Context: an optimization exercise on an open-source flow, tuned for small area and a short achievable clock period. The choices shown serve that exercise and are no tape-out recipe. Only simulation tests tie the RTL to the original design; equivalence was not proved. No activity file was given, so power comes from the tool's default toggle rates.

==> design/flow/design.v <==
`default_nettype none
package rv_exec_pkg;
    typedef logic [31:0] word_t;
    typedef logic [4:0]  reg_idx_t;
    typedef logic [2:0]  funct3_t;
    localparam int lo_w = 12;
endpackage
`default_nettype wire
`default_nettype none
module rv_add #(
    parameter int W = 32
) (
    input  logic [W-1:0] a,
    input  logic [W-1:0] b,
    input  logic         cin,
    output logic [W:0]   s
);
    assign s = {1'b0, a} + {1'b0, b} + {{W{1'b0}}, cin};
endmodule
`default_nettype wire
`default_nettype none
module rv_decode (
    input  logic                  clk,
    input  logic                  resetb,
    input  logic                  in_valid,
    input  rv_exec_pkg::word_t    in_insn,
    input  rv_exec_pkg::word_t    in_pc,
    input  rv_exec_pkg::word_t    in_rs1_data,
    input  rv_exec_pkg::word_t    in_rs2_data,
    output logic                  d_valid,
    output rv_exec_pkg::word_t    d_op1,       
    output logic [31:rv_exec_pkg::lo_w] d_op2_hi,  
    output logic                  d_cy,        
    output logic                  d_eq_lo,     
    output logic [29:0]           d_pc,        
    output logic                  d_sel_sum,   
    output logic                  d_sel_sh,    
    output logic                  d_sh_r,      
    output logic                  d_sh_a,      
    output logic                  d_k_and,     
    output logic                  d_k_xor,     
    output logic                  d_sel_lt,    
    output logic                  d_sel_link,  
    output logic                  d_uns,       
    output logic                  d_br_inv,    
    output logic                  d_br_lt,     
    output rv_exec_pkg::reg_idx_t d_rd,
    output logic                  d_rd_we,     
    output logic                  d_ill,       
    output logic                  d_br_mis,    
    output logic                  d_br_ok,     
    output logic                  d_jmp_ok     
);
    localparam int L = rv_exec_pkg::lo_w;
    logic [6:0] opc;
    logic [2:0] f3;
    logic       is_op, is_opi, is_lui, is_auipc, is_jal, is_jalr, is_br, is_alu;
    logic       f7_ok, br_f3_ok, legal, jal_mis, jalr_mis;
    logic       sub, shift_op, logic_op, sum_op, k_and, k_xor;
    rv_exec_pkg::word_t imm_i, imm_u, imm_j, adda, addb, addb_x, op1;
    logic [31:L] op2_hi;
    logic [L:0]  lo_s;
    assign opc = in_insn[6:0];
    assign f3  = in_insn[14:12];
    assign is_op    = (opc == 7'b0110011);
    assign is_opi   = (opc == 7'b0010011);
    assign is_lui   = (opc == 7'b0110111);
    assign is_auipc = (opc == 7'b0010111);
    assign is_jal   = (opc == 7'b1101111);
    assign is_jalr  = (opc == 7'b1100111);
    assign is_br    = (opc == 7'b1100011);
    assign is_alu   = is_op || is_opi;
    assign f7_ok    = (in_insn[31:25] == 7'h00) || (in_insn[31:25] == 7'h20);
    assign br_f3_ok = (f3[2:1] != 2'b01);
    assign jal_mis  = in_insn[21];
    assign jalr_mis = in_rs1_data[1] ^ in_insn[21] ^ (in_rs1_data[0] & in_insn[20]);
    assign legal = (is_op && f7_ok) || is_opi || is_lui || is_auipc ||
                   (is_jal && !jal_mis) || (is_jalr && !jalr_mis) || (is_br && br_f3_ok);
    assign imm_i = {{20{in_insn[31]}}, in_insn[31:20]};
    assign imm_u = {in_insn[31:12], 12'h0};
    assign imm_j = {{12{in_insn[31]}}, in_insn[19:12], in_insn[20], in_insn[30:21], 1'b0};
    always_comb begin
        adda = (in_insn[3] || (in_insn[2] && !in_insn[5])) ? in_pc : in_rs1_data;
        if (in_insn[4] && in_insn[2] && in_insn[5]) adda = '0;
        if (in_insn[3])                     addb = imm_j;
        else if (in_insn[4] && in_insn[2])  addb = imm_u;
        else if (in_insn[5] && !in_insn[2]) addb = in_rs2_data;
        else                                addb = imm_i;
    end
    assign sub = !in_insn[2] && (in_insn[6] || (!f3[2] && (f3[1] || (in_insn[5] && in_insn[30]))));
    assign addb_x = addb ^ {32{sub}};
    rv_add #(.W(L)) i_lo_add (.a(adda[L-1:0]), .b(addb_x[L-1:0]), .cin(sub), .s(lo_s));
    assign k_and = f3[1];
    assign k_xor = !(f3[1] && f3[0]);
    assign shift_op = !in_insn[6] && !in_insn[2] && (f3[1:0] == 2'b01);
    assign logic_op = !in_insn[6] && !in_insn[2] && f3[2] && (f3[1:0] != 2'b01);
    assign sum_op   = !in_insn[6] && (in_insn[2] || f3 == 3'd0);
    always_comb begin
        op1 = adda;
        if (logic_op)
            op1[L-1:0] = ({L{k_and}} & adda[L-1:0] & addb_x[L-1:0]) |
                         ({L{k_xor}} & (adda[L-1:0] ^ addb_x[L-1:0]));
        else if (!shift_op)
            op1[L-1:0] = lo_s[L-1:0];
        if (in_insn[6] && !in_insn[2]) op1[10:0] = {in_insn[31], in_insn[7], in_insn[30:25], in_insn[11:9]};
        op2_hi = addb_x[31:L];
        if (shift_op) op2_hi[L+4:L] = addb[4:0];
    end
    always_ff @(posedge clk or negedge resetb) begin
        if (!resetb) d_valid <= 1'b0;
        else         d_valid <= in_valid;
    end
    always_ff @(posedge clk) begin
        d_op1      <= op1;
        d_op2_hi   <= op2_hi;
        d_cy       <= lo_s[L];
        d_eq_lo    <= &(adda[L-1:0] ^ addb_x[L-1:0]);
        d_pc       <= in_pc[31:2];
        d_sel_sum  <= sum_op;
        d_sel_sh   <= shift_op;
        d_sh_r     <= f3[2];
        d_sh_a     <= in_insn[30];
        d_k_and    <= logic_op && k_and;
        d_k_xor    <= logic_op && k_xor;
        d_sel_lt   <= is_alu && f3[2:1] == 2'b01;
        d_sel_link <= in_insn[6] && in_insn[2];
        d_uns      <= is_br ? f3[1] : f3[0];
        d_br_inv   <= f3[0];
        d_br_lt    <= f3[2];
        d_rd       <= in_insn[11:7];
        d_rd_we    <= legal && !is_br && (in_insn[11:7] != 5'd0);
        d_ill      <= !legal;
        d_br_mis   <= is_br && br_f3_ok && in_insn[8];
        d_br_ok    <= is_br && br_f3_ok && !in_insn[8];
        d_jmp_ok   <= (is_jal && !jal_mis) || (is_jalr && !jalr_mis);
    end
endmodule
`default_nettype wire
`default_nettype none
module rv_alu (
    input  logic                  d_sel_sum,
    input  logic                  d_sel_sh,
    input  logic                  d_sh_r,
    input  logic                  d_sh_a,
    input  logic                  d_k_and,
    input  logic                  d_k_xor,
    input  logic                  d_sel_lt,
    input  logic                  d_sel_link,
    input  logic                  d_uns,
    input  rv_exec_pkg::word_t    d_op1,
    input  logic [31:rv_exec_pkg::lo_w] d_op2_hi,
    input  logic                  d_cy,
    input  logic                  d_eq_lo,
    input  logic [29:0]           pc4,
    output rv_exec_pkg::word_t    sum,          
    output logic                  eq,           
    output logic                  lt,           
    output rv_exec_pkg::word_t    alu_result
);
    localparam int L = rv_exec_pkg::lo_w;
    logic [32-L:0]  hi_s;
    logic [31:L]    a_hi;
    logic [4:0]     shamt;
    logic [32:0]    sr_in;
    rv_exec_pkg::word_t rev_in, sr_out, rev_out, sh_res;
    assign a_hi = d_op1[31:L];
    rv_add #(.W(32 - L)) i_hi_add (.a(a_hi), .b(d_op2_hi), .cin(d_cy), .s(hi_s));
    assign shamt = d_op2_hi[L+4:L];
    always_comb begin
        for (int i = 0; i < 32; i++) rev_in[i] = d_op1[31 - i];
    end
    assign sr_in  = d_sh_r ? {d_sh_a & d_op1[31], d_op1} : {1'b0, rev_in};
    assign sr_out = rv_exec_pkg::word_t'($signed(sr_in) >>> shamt);
    always_comb begin
        for (int i = 0; i < 32; i++) rev_out[i] = sr_out[31 - i];
    end
    assign sh_res = d_sh_r ? sr_out : rev_out;
    assign sum = {hi_s[31-L:0], d_op1[L-1:0]};
    assign eq  = d_eq_lo && (&(a_hi ^ d_op2_hi));
    assign lt  = (!d_uns && (a_hi[31] == d_op2_hi[31])) ? a_hi[31] : !hi_s[32-L];
    always_comb begin
        if (d_sel_lt)        alu_result = {31'h0, lt};
        else if (d_sel_link) alu_result = {pc4, 2'b00};
        else if (d_sel_sh)   alu_result = sh_res;
        else begin
            alu_result[L-1:0]  = d_op1[L-1:0];
            alu_result[31:L]   = ({(32 - L){d_sel_sum}} & hi_s[31-L:0]) |
                                 ({(32 - L){d_k_and}} & a_hi & d_op2_hi) |
                                 ({(32 - L){d_k_xor}} & (a_hi ^ d_op2_hi));
        end
    end
endmodule
`default_nettype wire
`default_nettype none
module rv_branch (
    input  logic        eq,
    input  logic        lt,
    input  logic        d_br_inv,
    input  logic        d_br_lt,
    input  logic [29:0] d_pc,
    input  logic [10:0] d_boff,
    input  rv_exec_pkg::word_t sum,
    input  logic        d_br_ok,
    input  logic        d_br_mis,
    input  logic        d_jmp_ok,
    output logic [29:0] pc4,
    output logic [29:0] next_pc,      
    output logic        br_mis_taken
);
    logic [11:0] tgt_lo;
    logic [11:0] pc4_lo;
    logic [18:0] pc_hi, inc_hi, dec_hi, tgt_hi, pc4_hi;
    logic [29:0] tgt;
    logic        cond;
    assign pc_hi  = d_pc[29:11];
    assign inc_hi = pc_hi + 19'd1;
    assign dec_hi = pc_hi - 19'd1;
    assign pc4_lo = {1'b0, d_pc[10:0]} + 12'd1;
    assign pc4_hi = pc4_lo[11] ? inc_hi : pc_hi;
    assign pc4    = {pc4_hi, pc4_lo[10:0]};
    assign tgt_lo = {1'b0, d_pc[10:0]} + {1'b0, d_boff};
    always_comb begin
        case ({tgt_lo[11], d_boff[10]})
            2'b10:   tgt_hi = inc_hi;
            2'b01:   tgt_hi = dec_hi;
            default: tgt_hi = pc_hi;
        endcase
    end
    assign tgt = {tgt_hi, tgt_lo[10:0]};
    assign cond         = d_br_inv ^ (d_br_lt ? lt : eq);
    assign br_mis_taken = d_br_mis && cond;
    always_comb begin
        if (d_br_ok && cond)  next_pc = tgt[29:0];
        else if (d_jmp_ok)    next_pc = sum[31:2];
        else                  next_pc = pc4;
    end
endmodule
`default_nettype wire
`default_nettype none
module rv_retire (
    input  logic                    clk,
    input  logic                    resetb,
    input  logic                    d_valid,
    input  rv_exec_pkg::reg_idx_t   d_rd,
    input  logic                    d_rd_we,
    input  logic                    d_ill,
    input  logic                    br_mis_taken,
    input  rv_exec_pkg::word_t      result,
    input  logic [29:0]             next_pc,
    output logic                    out_valid,
    output rv_exec_pkg::reg_idx_t   out_rd,
    output logic                    out_rd_we,
    output rv_exec_pkg::word_t      out_result,
    output rv_exec_pkg::word_t      out_next_pc,
    output logic                    out_illegal
);
    logic [29:0] npc_q;
    always_ff @(posedge clk or negedge resetb) begin
        if (!resetb) out_valid <= 1'b0;
        else         out_valid <= d_valid;
    end
    always_ff @(posedge clk) begin
        out_rd      <= d_rd;
        out_rd_we   <= d_rd_we;
        out_result  <= result;
        npc_q       <= next_pc;
        out_illegal <= d_ill || br_mis_taken;
    end
    assign out_next_pc = {npc_q, 2'b00};
endmodule
`default_nettype wire
`default_nettype none
module rv_exec_top (
    input  logic                  clk,
    input  logic                  resetb,
    input  logic                  in_valid,
    input  rv_exec_pkg::word_t    in_insn,
    input  rv_exec_pkg::word_t    in_pc,
    input  rv_exec_pkg::word_t    in_rs1_data,
    input  rv_exec_pkg::word_t    in_rs2_data,
    output logic                  out_valid,
    output rv_exec_pkg::reg_idx_t out_rd,
    output logic                  out_rd_we,
    output rv_exec_pkg::word_t    out_result,
    output rv_exec_pkg::word_t    out_next_pc,
    output logic                  out_illegal
);
    logic                  d_valid;
    rv_exec_pkg::word_t    d_op1;
    logic [31:rv_exec_pkg::lo_w] d_op2_hi;
    logic                  d_cy, d_eq_lo;
    logic [29:0]           d_pc;
    logic                  d_sel_sum, d_sel_sh, d_sh_r, d_sh_a, d_k_and, d_k_xor, d_sel_lt, d_sel_link, d_uns, d_br_inv, d_br_lt;
    rv_exec_pkg::reg_idx_t d_rd;
    logic                  d_rd_we, d_ill, d_br_mis, d_br_ok, d_jmp_ok;
    rv_exec_pkg::word_t    sum, alu_result;
    logic                  eq, lt, br_mis_taken;
    logic [29:0]           pc4, next_pc;
    rv_decode i_decode (
        .clk, .resetb, .in_valid, .in_insn, .in_pc, .in_rs1_data, .in_rs2_data,
        .d_valid, .d_op1, .d_op2_hi, .d_cy, .d_eq_lo, .d_pc, .d_sel_sum, .d_sel_sh, .d_sh_r, .d_sh_a, .d_k_and, .d_k_xor, .d_sel_lt,
        .d_sel_link, .d_uns, .d_br_inv, .d_br_lt, .d_rd, .d_rd_we, .d_ill, .d_br_mis,
        .d_br_ok, .d_jmp_ok
    );
    rv_alu i_alu (
        .d_sel_sum, .d_sel_sh, .d_sh_r, .d_sh_a, .d_k_and, .d_k_xor, .d_sel_lt, .d_sel_link, .d_uns, .d_op1, .d_op2_hi, .d_cy, .d_eq_lo, .pc4,
        .sum, .eq, .lt, .alu_result
    );
    rv_branch i_branch (
        .eq, .lt, .d_br_inv, .d_br_lt, .d_pc, .d_boff(d_op1[10:0]), .sum, .d_br_ok, .d_br_mis, .d_jmp_ok,
        .pc4, .next_pc, .br_mis_taken
    );
    rv_retire i_retire (
        .clk, .resetb, .d_valid, .d_rd, .d_rd_we, .d_ill, .br_mis_taken,
        .result(alu_result), .next_pc,
        .out_valid, .out_rd, .out_rd_we, .out_result, .out_next_pc, .out_illegal
    );
endmodule
`default_nettype wire
==> design/flow/flow/run.sh <==
#!/bin/bash
# The standard layout, with plain buffers on the ports instead of the
# delay cells buffer_ports picks by default.
set -euo pipefail
export BUFFER_PORTS_ARGS="-buffer_cell sky130_fd_sc_hd__buf_1"
bash standard.sh > flow_make.log 2>&1
==> design/flow/standard.sh <==
#!/bin/bash
# synth_recipe.tcl (not shown) runs the flow's synth.tcl, then flattens the netlist and writes it again
# the make line also repeats each setting of config.mk as NAME=value (left out here)
make -C /OpenROAD-flow-scripts/flow DESIGN_CONFIG=/design/flow/config.mk WORK_HOME=/design/flow/orfs CLKGATE_MAP_FILE= SYNTH_SCRIPT=/design/flow/synth_recipe.tcl "${@:-finish}"
==> design/flow/config.mk <==
export PLATFORM = sky130hd
export DESIGN_NAME = rv_exec_top
export DESIGN_NICKNAME = rv_exec_top
export VERILOG_FILES = /design/flow/design.v
export SDC_FILE = /design/flow/constraint.sdc
export NUM_CORES = 4
export LEC_CHECK = 0
export CAP_MARGIN = 20
export CORE_MARGIN = 2
export CORE_UTILIZATION = 40
export SETUP_SLACK_MARGIN = 2.0
export SLEW_MARGIN = 20
==> design/flow/constraint.sdc <==
create_clock -name core_clock -period 5.0 [get_ports {clk}]
set_input_delay 1.0000 -clock core_clock [delete_from_list [all_inputs] [get_ports {clk}]]
set_output_delay 1.0000 -clock core_clock [all_outputs]
set_load 0.01 [all_outputs]
==> impl_results.html, run 1 <==
<table>
<tr><th>Metric</th><th>Value</th></tr>
<tr><th colspan="2">Detailed routing</th></tr>
<tr><td>1st-pass router iterations</td><td>6</td></tr>
<tr><td>Routed wire per std cell</td><td>24.9 um</td></tr>
<tr><td>Routed via count</td><td>14,900</td></tr>
<tr><td>DR iter-0 viols</td><td>1,846</td></tr>
<tr><td>Final wirelength</td><td>58,400 um</td></tr>
<tr><td>Antenna-violating nets left</td><td>0</td></tr>
<tr><td>Residual DRC count</td><td>0</td></tr>
<tr><td>Vias per cell</td><td>6.34</td></tr>
<tr><th colspan="2">Logic synthesis</th></tr>
<tr><td>Count of yosys warnings during synthesis</td><td>4</td></tr>
<tr><td>Synthesized cell area</td><td>13,700 um2</td></tr>
<tr><td>Post-synth cell types</td><td>88</td></tr>
<tr><td>Number of synthesized register bits</td><td>175</td></tr>
<tr><td>Fraction of registers with async set/reset</td><td>1.14%</td></tr>
<tr><td>Number of synthesized flops with an enable pin</td><td>0</td></tr>
<tr><td>Mean post-synth cell area</td><td>8.21 um2</td></tr>
<tr><td>Main flop type after synthesis</td><td>sky130_fd_sc_hd__dfxtp_1</td></tr>
<tr><td>Gate count after technology mapping</td><td>1,674</td></tr>
<tr><td>Portion of the post-synthesis area used by sequential elements</td><td>25.6%</td></tr>
<tr><th colspan="2">Critical path</th></tr>
<tr><td>Required @ worst endpoint</td><td>5350 ps</td></tr>
<tr><td>Minimum setup slack among reg-to-reg paths</td><td>1630 ps</td></tr>
<tr><td>Worst Setup End Kind</td><td>flop</td></tr>
<tr><td>Endpoint of the lowest-slack register-to-register path</td><td>i_retire.npc_q[28]</td></tr>
<tr><td>Crit path capture</td><td>i_decode.d_op1[11]</td></tr>
<tr><td>FF-to-FF path depth</td><td>15</td></tr>
<tr><td>Crit path launch</td><td>in_insn[2]</td></tr>
<tr><td>Startpoint kind of the worst setup timing path</td><td>input pin</td></tr>
<tr><td>Launch point of the worst reg-to-reg path</td><td>i_decode.d_op1[0]</td></tr>
<tr><td>CP arrival</td><td>3750 ps</td></tr>
<tr><td>Crit Path Category</td><td>in2reg</td></tr>
<tr><td>Worst Path Max Fanout</td><td>7</td></tr>
<tr><th colspan="2">Finish</th></tr>
<tr><td>Number of filler instances in the final layout</td><td>3,246</td></tr>
<tr><td>Fraction of layout cells with a size suffix above 1</td><td>21.9%</td></tr>
<tr><td>Combined area of the multi-input logic cells</td><td>10,400 um2</td></tr>
<tr><td>Number of nets in the layout</td><td>2,071</td></tr>
<tr><td>Count of antenna diodes in the layout</td><td>0</td></tr>
<tr><td>Sequential cell area</td><td>3570 um2</td></tr>
<tr><td>Most used cells in the layout excluding fill and tap cells</td><td>sky130_fd_sc_hd__buf_1, sky130_fd_sc_hd__nand2_1, sky130_fd_sc_hd__dfxtp_1</td></tr>
<tr><td>Final design utilization</td><td>51.7%</td></tr>
<tr><td>Area delta synth-&gt;final</td><td>26.9%</td></tr>
<tr><td>Most common cell after layout, fill and taps aside</td><td>sky130_fd_sc_hd__buf_1</td></tr>
<tr><th colspan="2">Timing</th></tr>
<tr><td>Final Cycle Share</td><td>68.2%</td></tr>
<tr><td>Max-slew violation count</td><td>0</td></tr>
<tr><td>Min Tclk post-route</td><td>3410 ps</td></tr>
<tr><td>Count of final setup violators</td><td>0</td></tr>
<tr><td>Accumulated negative setup slack</td><td>0 ps</td></tr>
<tr><td>Highest clock frequency the design can meet</td><td>0.293 GHz</td></tr>
<tr><td>Count of endpoints failing hold in the final timing report</td><td>0</td></tr>
<tr><td>Measured slew at the worst slew-check pin</td><td>1170 ps</td></tr>
<tr><td>Relative slew slack</td><td>21.7%</td></tr>
<tr><td>RSZ-0062 raised after global routing</td><td>yes</td></tr>
<tr><td>Fin Clk Skew</td><td>16.3 ps</td></tr>
<tr><th colspan="2">Clock tree</th></tr>
<tr><td>Count of H-tree levels built during CTS</td><td>4</td></tr>
<tr><td>Number of sinks on the clock net</td><td>175</td></tr>
<tr><td>Number of buffers added to fix hold violations after cts</td><td>0</td></tr>
<tr><td>Clock transition time at the flip-flop clock pins of the worst setup and hold paths</td><td>70 ps</td></tr>
<tr><td>Number of buffers between clock root and the deepest sink</td><td>2</td></tr>
<tr><td>Cell at the root of the clock tree</td><td>sky130_fd_sc_hd__clkbuf_16</td></tr>
<tr><td>CTS tree</td><td>done</td></tr>
<tr><td>Clk Latency, worst-skew pair</td><td>460 ps</td></tr>
<tr><td>CTS Buf Count</td><td>17</td></tr>
<tr><th colspan="2">Floorplanning</th></tr>
<tr><td>Die span in x</td><td>189 um</td></tr>
<tr><td>Area of the die</td><td>35,800 um2</td></tr>
<tr><td>Starting density of the core</td><td>40.8%</td></tr>
<tr><td>Standard-cell row count</td><td>67</td></tr>
<tr><td>Core region area</td><td>33,700 um2</td></tr>
<tr><td>Number of top-level design ports</td><td>203</td></tr>
<tr><td>DIE HEIGHT</td><td>189 um</td></tr>
<tr><th colspan="2">GRT</th></tr>
<tr><td>Pin count of the biggest net entering global routing</td><td>56</td></tr>
<tr><td>Total track usage</td><td>31.5%</td></tr>
<tr><td>Global-route wire length before repair</td><td>86,100 um</td></tr>
<tr><td>Number of global-route vias before repair</td><td>14,100</td></tr>
<tr><td>Initial antenna violation count</td><td>0</td></tr>
<tr><td>Overflow after GRT</td><td>0</td></tr>
<tr><th colspan="2">Power</th></tr>
<tr><td>Pleak</td><td>6.70 nW</td></tr>
<tr><td>Worst supply voltage drop on vdd</td><td>268 uV</td></tr>
<tr><td>Power density over cell area</td><td>405 nW/um2</td></tr>
<tr><th colspan="2">Job</th></tr>
<tr><td>Max_cap viols</td><td>0</td></tr>
<tr><th colspan="2">Hold path</th></tr>
<tr><td>Path category of the worst min-delay check</td><td>in2async</td></tr>
<tr><th colspan="2">Placed design</th></tr>
<tr><td>Routability congestion estimate from global placement</td><td>0.975</td></tr>
<tr><td>Port Buf Inserts</td><td>200</td></tr>
<tr><td>Hpwl dp</td><td>42,600 um</td></tr>
<tr><th colspan="2">Run status</th></tr>
<tr><td>Run status</td><td>complete, no violations</td></tr>
</table>
power by group:
part           switching (mW)  total (mW)  leakage, nW  internal [mW]
combinational            2.04        3.75         4.92           1.71
clock                   0.621        1.44        0.302          0.818
sequential              0.294        1.87         1.48           1.58
worst min path at each step:
| stage | to | slack, ps | cells past startpoint |
|---|---|---|---|
| after global routing | i_retire.out_valid | 310 | 1 |
| after global placement | i_retire.out_rd[0] | 310 | 0 |
| after CTS | i_retire.out_valid | 310 | 1 |
| after detailed placement | i_retire.out_rd[4] | 310 | 0 |
| after floorplan | i_retire.out_rd[0] | 310 | 0 |
| final | i_retire.out_valid | 320 | 1 |
final cells by class:
type	instances	area share, %
Clock buffer	18	2.52
Multi-Input combinational cell	1332	59.6
Timing Repair inverter	1	0.0431
Clock inverter	14	1.11
Inverter	42	1.05
Timing Repair Buffer	318	12.0
Tap cell	448	3.22
Sequential cell	175	20.5
through the flow:
| step | setup slack [ps] | cells | hold slack [ps] | power [mW] | instance area, um2 |
|---|---|---|---|---|---|
| 6_report | 1590 | 2348 | 323 | 7.07 | 17400 |
| 5_1_grt | 1510 | 2348 | 311 | 7.38 | 17400 |
| 4_1_cts | 1600 | 2327 | 306 | 6.64 | 16700 |
| 3_5_place_dp | 429 | 2219 | 314 | 4.69 | 14800 |
| 3_3_place_gp | 580 | 2219 | 312 | 4.66 | 14800 |
| 2_1_floorplan | 1280 | 1675 | 310 | 3.88 | 14000 |
synth_stat cells (6+ instances only):
cell                        count  area (um2)
sky130_fd_sc_hd__a311oi_1       7        61.3
sky130_fd_sc_hd__o22ai_1       15        93.8
sky130_fd_sc_hd__and2_1        11        68.8
sky130_fd_sc_hd__clkbuf_1      79         297
sky130_fd_sc_hd__mux4_1         9         236
sky130_fd_sc_hd__nor2_1       144         541
sky130_fd_sc_hd__buf_6          6        67.6
sky130_fd_sc_hd__mux2_2        27         304
sky130_fd_sc_hd__nor2b_1       11        68.8
sky130_fd_sc_hd__or3_1          6        37.5
sky130_fd_sc_hd__xor2_1        20         175
sky130_fd_sc_hd__buf_1         16        60.1
sky130_fd_sc_hd__o21ai_0       93         465
sky130_fd_sc_hd__nand2_1      183         687
sky130_fd_sc_hd__buf_2         17        85.1
sky130_fd_sc_hd__dfxtp_1      173        3460
sky130_fd_sc_hd__o211ai_1      20         150
sky130_fd_sc_hd__and3_1        22         138
sky130_fd_sc_hd__a2111oi_0      6        52.6
sky130_fd_sc_hd__buf_4          7        52.6
sky130_fd_sc_hd__a21oi_1      134         671
sky130_fd_sc_hd__o21a_1         8        60.1
sky130_fd_sc_hd__nor3_1        52         260
sky130_fd_sc_hd__nand3_1       46         230
sky130_fd_sc_hd__nand2b_1      20         125
sky130_fd_sc_hd__a211oi_1      15         113
sky130_fd_sc_hd__a32oi_1       14         123
sky130_fd_sc_hd__xnor2_1       75         657
sky130_fd_sc_hd__mux2i_1       91         911
sky130_fd_sc_hd__mux4_2        37         833
sky130_fd_sc_hd__a22oi_1       14         105
sky130_fd_sc_hd__ha_1          49         613
sky130_fd_sc_hd__o31ai_1        6        45.0
sky130_fd_sc_hd__a21o_1        20         150
sky130_fd_sc_hd__o221ai_1      14         123
sky130_fd_sc_hd__nand4_1       14        87.6
sky130_fd_sc_hd__a31oi_1       26         163
sky130_fd_sc_hd__a221oi_1      18         158
sky130_fd_sc_hd__inv_1         41         154
worst max-delay path, cell delays in order:
cell,delay (ps)
sky130_fd_sc_hd__buf_8,100
sky130_fd_sc_hd__nand2b_4,160
sky130_fd_sc_hd__nor2_4,180
sky130_fd_sc_hd__buf_6,150
sky130_fd_sc_hd__buf_6,130
sky130_fd_sc_hd__a22oi_1,70
sky130_fd_sc_hd__xnor2_1,190
sky130_fd_sc_hd__ha_1,390
sky130_fd_sc_hd__nand2_1,140
sky130_fd_sc_hd__nor2_2,170
sky130_fd_sc_hd__nand2_1,80
sky130_fd_sc_hd__a31oi_2,180
sky130_fd_sc_hd__o21ai_2,90
sky130_fd_sc_hd__o31a_1,260
sky130_fd_sc_hd__a21o_1,170
sky130_fd_sc_hd__a221o_1,280
layer usage:
| metal | global-route usage (%) | wire, um |
|---|---|---|
| met2 | 49.5 | 26300 |
| met4 | 16.0 | 3240 |
| met1 | 40.8 | 23400 |
| met5 | 0 | 0 |
| met3 | 6.86 | 5350 |
logic make-up after synthesis:
group / count (synthesis) / synth area share, %
compound gates: 473 / 22.7
xor+xnor: 95 / 6.06
fa+ha+maj: 53 / 5.04
buf+inv: 169 / 5.44
flops: 175 / 25.6
mux: 166 / 16.8
other cells: 1 / 0.0273
simple gates: 542 / 18.3
state kept, by name (all words and copies together) (netlist names), 5 cells and up:
signal               flops
i_retire.out_rd          5
i_decode.d_rd            5
i_decode.d_pc           30
i_decode.d_op1          32
i_decode.d_op2_hi       20
i_retire.out_result     32
i_retire.npc_q          30
repair_timing:
item	CTS	global route
cloned	7	1
setup endpoints to repair	71	60
endpoints found under the hold margin	0	0
pin swaps	61	60
resized for setup	148	115
buffers inserted	69	20
==> run 2, diff against run 1 <==
--- a/design/flow/config.mk
+++ b/design/flow/config.mk
@@ -5,6 +5,7 @@
 export SDC_FILE = /design/flow/constraint.sdc
 export NUM_CORES = 4
 export LEC_CHECK = 0
+export ABC_AREA = 1
 export CAP_MARGIN = 20
 export CORE_MARGIN = 2
 export CORE_UTILIZATION = 40
==> impl_results.html, run 2 <==
<table>
<tr><th>Metric</th><th>Value</th></tr>
<tr><th colspan="2">Run status</th></tr>
<tr><td>Run status</td><td>complete, no violations</td></tr>
<tr><th colspan="2">Timing</th></tr>
<tr><td>Count of final setup violators</td><td>0</td></tr>
<tr><td>Relative slew slack</td><td>30.6%</td></tr>
<tr><td>Fin Clk Skew</td><td>19.6 ps</td></tr>
<tr><td>RSZ-0062 raised after global routing</td><td>yes</td></tr>
<tr><td>Highest clock frequency the design can meet</td><td>0.328 GHz</td></tr>
<tr><td>Max-slew violation count</td><td>0</td></tr>
<tr><td>Min Tclk post-route</td><td>3050 ps</td></tr>
<tr><td>Accumulated negative setup slack</td><td>0 ps</td></tr>
<tr><td>Count of endpoints failing hold in the final timing report</td><td>0</td></tr>
<tr><td>Final Cycle Share</td><td>61.0%</td></tr>
<tr><td>Measured slew at the worst slew-check pin</td><td>1040 ps</td></tr>
<tr><th colspan="2">Critical path</th></tr>
<tr><td>Largest delay contributor family on the critical path</td><td>buffers and inverters</td></tr>
<tr><td>Worst Setup End Kind</td><td>flop</td></tr>
<tr><td>Required @ worst endpoint</td><td>5290 ps</td></tr>
<tr><td>Worst Path Max Fanout</td><td>11</td></tr>
<tr><td>CP arrival</td><td>3340 ps</td></tr>
<tr><td>Biggest cell delay along the critical path</td><td>430 ps</td></tr>
<tr><td>Startpoint kind of the worst setup timing path</td><td>input pin</td></tr>
<tr><td>Worst path slowest cell</td><td>sky130_fd_sc_hd__fa_2</td></tr>
<tr><td>Worst path buffer plus inverter count</td><td>5</td></tr>
<tr><td>Cell repeated most along the worst path</td><td>sky130_fd_sc_hd__buf_4</td></tr>
<tr><td>Critical path cell sequence</td><td>buf_12 -&gt; inv_8 -&gt; nor2_8 -&gt; nand2_8 -&gt; buf_4 -&gt; nand2_1 -&gt; o211ai_2 -&gt; xor2_2 -&gt; fa_2 -&gt; nand3_1 -&gt; nand2_2 -&gt; a21oi_4 -&gt; o21ai_4 -&gt; buf_4 -&gt; buf_4 -&gt; nand2_1 -&gt; o311ai_0</td></tr>
<tr><td>Crit Path Category</td><td>in2reg</td></tr>
<tr><th colspan="2">Detailed routing</th></tr>
<tr><td>DR iter-0 viols</td><td>1,931</td></tr>
<tr><td>Final wirelength</td><td>63,100 um</td></tr>
<tr><td>Vias per cell</td><td>5.75</td></tr>
<tr><td>1st-pass router iterations</td><td>9</td></tr>
<tr><td>Routed wire per std cell</td><td>21.6 um</td></tr>
<tr><td>Residual DRC count</td><td>0</td></tr>
<tr><td>Routed via count</td><td>16,800</td></tr>
<tr><td>Antenna-violating nets left</td><td>0</td></tr>
<tr><th colspan="2">Placed design</th></tr>
<tr><td>Port Buf Inserts</td><td>200</td></tr>
<tr><td>Hpwl dp</td><td>48,800 um</td></tr>
<tr><td>Placement-stage cell area</td><td>15,000 um2</td></tr>
<tr><td>Routability congestion estimate from global placement</td><td>0.975</td></tr>
<tr><th colspan="2">Clock tree</th></tr>
<tr><td>CTS Buf Count</td><td>17</td></tr>
<tr><td>Clock transition time at the flip-flop clock pins of the worst setup and hold paths</td><td>70 ps</td></tr>
<tr><td>Cell at the root of the clock tree</td><td>sky130_fd_sc_hd__clkbuf_16</td></tr>
<tr><td>Number of buffers between clock root and the deepest sink</td><td>2</td></tr>
<tr><td>Count of H-tree levels built during CTS</td><td>4</td></tr>
<tr><td>Clk Latency, worst-skew pair</td><td>470 ps</td></tr>
<tr><td>Number of sinks on the clock net</td><td>175</td></tr>
<tr><td>CTS tree</td><td>done</td></tr>
<tr><th colspan="2">Floorplanning</th></tr>
<tr><td>Area of the die</td><td>36,600 um2</td></tr>
<tr><td>Standard-cell row count</td><td>68</td></tr>
<tr><td>Core region area</td><td>34,500 um2</td></tr>
<tr><td>Number of top-level design ports</td><td>203</td></tr>
<tr><td>Die span in x</td><td>191 um</td></tr>
<tr><td>Starting density of the core</td><td>40.6%</td></tr>
<tr><td>DIE HEIGHT</td><td>191 um</td></tr>
<tr><th colspan="2">Logic synthesis</th></tr>
<tr><td>Gate count after technology mapping</td><td>2,305</td></tr>
<tr><td>Number of synthesized flops with an enable pin</td><td>0</td></tr>
<tr><td>Most area-hungry cell type in the Yosys netlist</td><td>sky130_fd_sc_hd__dfxtp_1</td></tr>
<tr><td>Fraction of registers with async set/reset</td><td>1.14%</td></tr>
<tr><td>Number of synthesized register bits</td><td>175</td></tr>
<tr><td>Synthesized cell area</td><td>14,000 um2</td></tr>
<tr><td>Count of yosys warnings during synthesis</td><td>4</td></tr>
<tr><td>Post-synth cell types</td><td>52</td></tr>
<tr><td>Commonest cells in the netlist</td><td>sky130_fd_sc_hd__nand2_1, sky130_fd_sc_hd__nand3_1, sky130_fd_sc_hd__dfxtp_1, sky130_fd_sc_hd__nor2_1, sky130_fd_sc_hd__o21ai_0</td></tr>
<tr><td>Main flop type after synthesis</td><td>sky130_fd_sc_hd__dfxtp_1</td></tr>
<tr><td>Mean post-synth cell area</td><td>6.09 um2</td></tr>
<tr><td>Portion of the post-synthesis area used by sequential elements</td><td>25.0%</td></tr>
<tr><td>Top cells by area in the synthesized netlist</td><td>sky130_fd_sc_hd__dfxtp_1, sky130_fd_sc_hd__nand2_1, sky130_fd_sc_hd__nand3_1, sky130_fd_sc_hd__o21ai_0, sky130_fd_sc_hd__a21oi_1</td></tr>
<tr><td>Top-area cell type share of the netlist area</td><td>24.7%</td></tr>
<tr><td>Most frequent cell after synthesis</td><td>sky130_fd_sc_hd__nand2_1</td></tr>
<tr><th colspan="2">Finish</th></tr>
<tr><td>Most used cells in the layout excluding fill and tap cells</td><td>sky130_fd_sc_hd__nand2_1, sky130_fd_sc_hd__nand3_1, sky130_fd_sc_hd__buf_1</td></tr>
<tr><td>Number of filler instances in the final layout</td><td>3,775</td></tr>
<tr><td>Most common cell after layout, fill and taps aside</td><td>sky130_fd_sc_hd__nand2_1</td></tr>
<tr><td>Count of antenna diodes in the layout</td><td>0</td></tr>
<tr><td>Area delta synth-&gt;final</td><td>17.0%</td></tr>
<tr><td>Top Registers</td><td>i_decode.d_op1 x32, i_retire.out_result x32</td></tr>
<tr><td>Number of nets in the layout</td><td>2,645</td></tr>
<tr><td>Design Area, Final</td><td>16,400 um2</td></tr>
<tr><td>Fraction of layout cells with a size suffix above 1</td><td>8.37%</td></tr>
<tr><th colspan="2">GRT</th></tr>
<tr><td>Global-route wire length before repair</td><td>93,000 um</td></tr>
<tr><td>Routing layer with the top usage in global route</td><td>met2</td></tr>
<tr><td>Global routing met2 resource utilization</td><td>51.5%</td></tr>
<tr><td>Pin count of the biggest net entering global routing</td><td>56</td></tr>
<tr><td>Initial antenna violation count</td><td>1</td></tr>
<tr><td>Met1 capacity usage during global routing</td><td>45.7%</td></tr>
<tr><td>Met3 capacity usage during global routing</td><td>5.67%</td></tr>
<tr><td>Number of global-route vias before repair</td><td>15,400</td></tr>
<tr><td>Total track usage</td><td>33.8%</td></tr>
<tr><td>Overflow after GRT</td><td>0</td></tr>
<tr><th colspan="2">Power</th></tr>
<tr><td>Power density over cell area</td><td>370 nW/um2</td></tr>
<tr><td>Pleak</td><td>7.47 nW</td></tr>
<tr><td>Worst supply voltage drop on vdd</td><td>284 uV</td></tr>
<tr><th colspan="2">Hold path</th></tr>
<tr><td>Path category of the worst min-delay check</td><td>in2async</td></tr>
<tr><th colspan="2">Job</th></tr>
<tr><td>Max_cap viols</td><td>0</td></tr>
</table>
## run 2: final timing paths
path / start / endpoint / slack (ps) / depth (start not counted)
max in group asynchronous: resetb / i_retire.out_valid / 4560 / 1
hold / removal: resetb / i_decode.d_valid / 310 / 1
min in group core_clock: i_decode.d_rd[1] / i_retire.out_rd[1] / 330 / 0
setup / recovery: in_insn[5] / i_decode.d_cy / 1950 / 17
hold reg to reg: i_decode.d_rd[1] / i_retire.out_rd[1] / 330 / 0
setup reg to reg: i_decode.d_op1[12] / i_retire.npc_q[26] / 2100 / 14
## run 2: area by class of cell
class / instances / area, um2 / share of cell area [%]
Tap cell: 455 / 569 / 3.47
Timing Repair inverter: 1 / 7.51 / 0.0457
Inverter: 166 / 681 / 4.14
Clock buffer: 18 / 429 / 2.61
Clock inverter: 14 / 179 / 1.09
Timing Repair Buffer: 254 / 1250 / 7.64
Sequential cell: 175 / 3530 / 21.5
Multi-Input combinational cell: 1846 / 9770 / 59.5
## run 2: worst reg2reg max path: cells and delay by family, from the launching register on
| family | cells | cell delay (ps) |
|---|---|---|
| AO/OA/AOI/OAI | 1 | 260 |
| AND/OR/NAND/NOR | 9 | 1020 |
| buffers and inverters | 2 | 350 |
| adder cells (fa/ha/maj) | 2 | 720 |
| flip-flops | 1 | 390 |
## run 2: per-layer routing
metal / vias up / wire length, um
li1: 8061 / -
met1: 7784 / 26700
met2: 859 / 27300
met3: 130 / 5630
met4: 2 / 3470
met5: - / 36
## run 2: repair_timing
| action | CTS | global route |
|---|---|---|
| pin swaps | 8 | 18 |
| resized for setup | 41 | 90 |
| setup buffers | 8 | 21 |
| endpoints found under the setup margin | 32 | 72 |
| cloned | 0 | 4 |
| hold buffers | 0 | 0 |
## run 2: kinds of logic after synthesis
family,synth area share (%)
simple gates,42.4
compound gates,14.6
buf+inv,8.60
flops,25.0
xor+xnor,4.43
fa+ha+maj,4.94
other cells,0.0267
## run 2: per-stage QoR
stage / utilization, % / setup slack [ps] / power, mW / hold slack [ps] / instances
4_1_cts: 45.9 / 1990 / 5.89 / 300 / 2904
3_5_place_dp: 43.4 / 775 / 4.39 / 315 / 2864
3_3_place_gp: 43.4 / 790 / 4.40 / 310 / 2864
2_1_floorplan: - / 1920 / 3.57 / 310 / 2306
6_report: 47.5 / 1950 / 6.07 / 309 / 2929
5_1_grt: 47.5 / 1920 / 6.44 / 311 / 2929
## run 2: report_power, final
part | total [mW] | switching [mW] | internal [mW]
Combinational | 2.84 | 1.88 | 0.956
Clock | 1.43 | 0.631 | 0.794
Sequential | 1.81 | 0.230 | 1.58

==> static timing again, ports no longer ideal <==
The results above use ideal ports. As a check the final layouts listed here were re-extracted and re-timed, cells and wires unchanged.
Step 1: set_driving_cell puts a clkbuf_16 on clk and a buf_2 on each other input, an assumption about the parent block.
Step 2 times the ports against the registers' clock, not the clock port: input delays grow and output delays shrink by t, the midpoint of the rising clock arrivals with the driver on.
Slacks: ideal / step 1 / step 2; pairs: ideal / step 1.
run | shift t [ns] | setup slack, ns | worst hold slack (ns) | worst setup path after step 2 | slew at the worst register clock pin (ns)
run 1 | 0.503 | 1.592 / 1.607 / 1.104 | 0.323 / 0.299 / 0.324 | input to register | 0.08 / 0.08
run 2 | 0.510 | 1.953 / 1.929 / 1.418 | 0.309 / 0.278 / 0.330 | input to register | 0.08 / 0.08
After both steps every run listed still meets setup and hold. For run 2, which loses most, drivers alone change the setup slack by -0.024 ns; drivers and shift together by -0.535 ns.
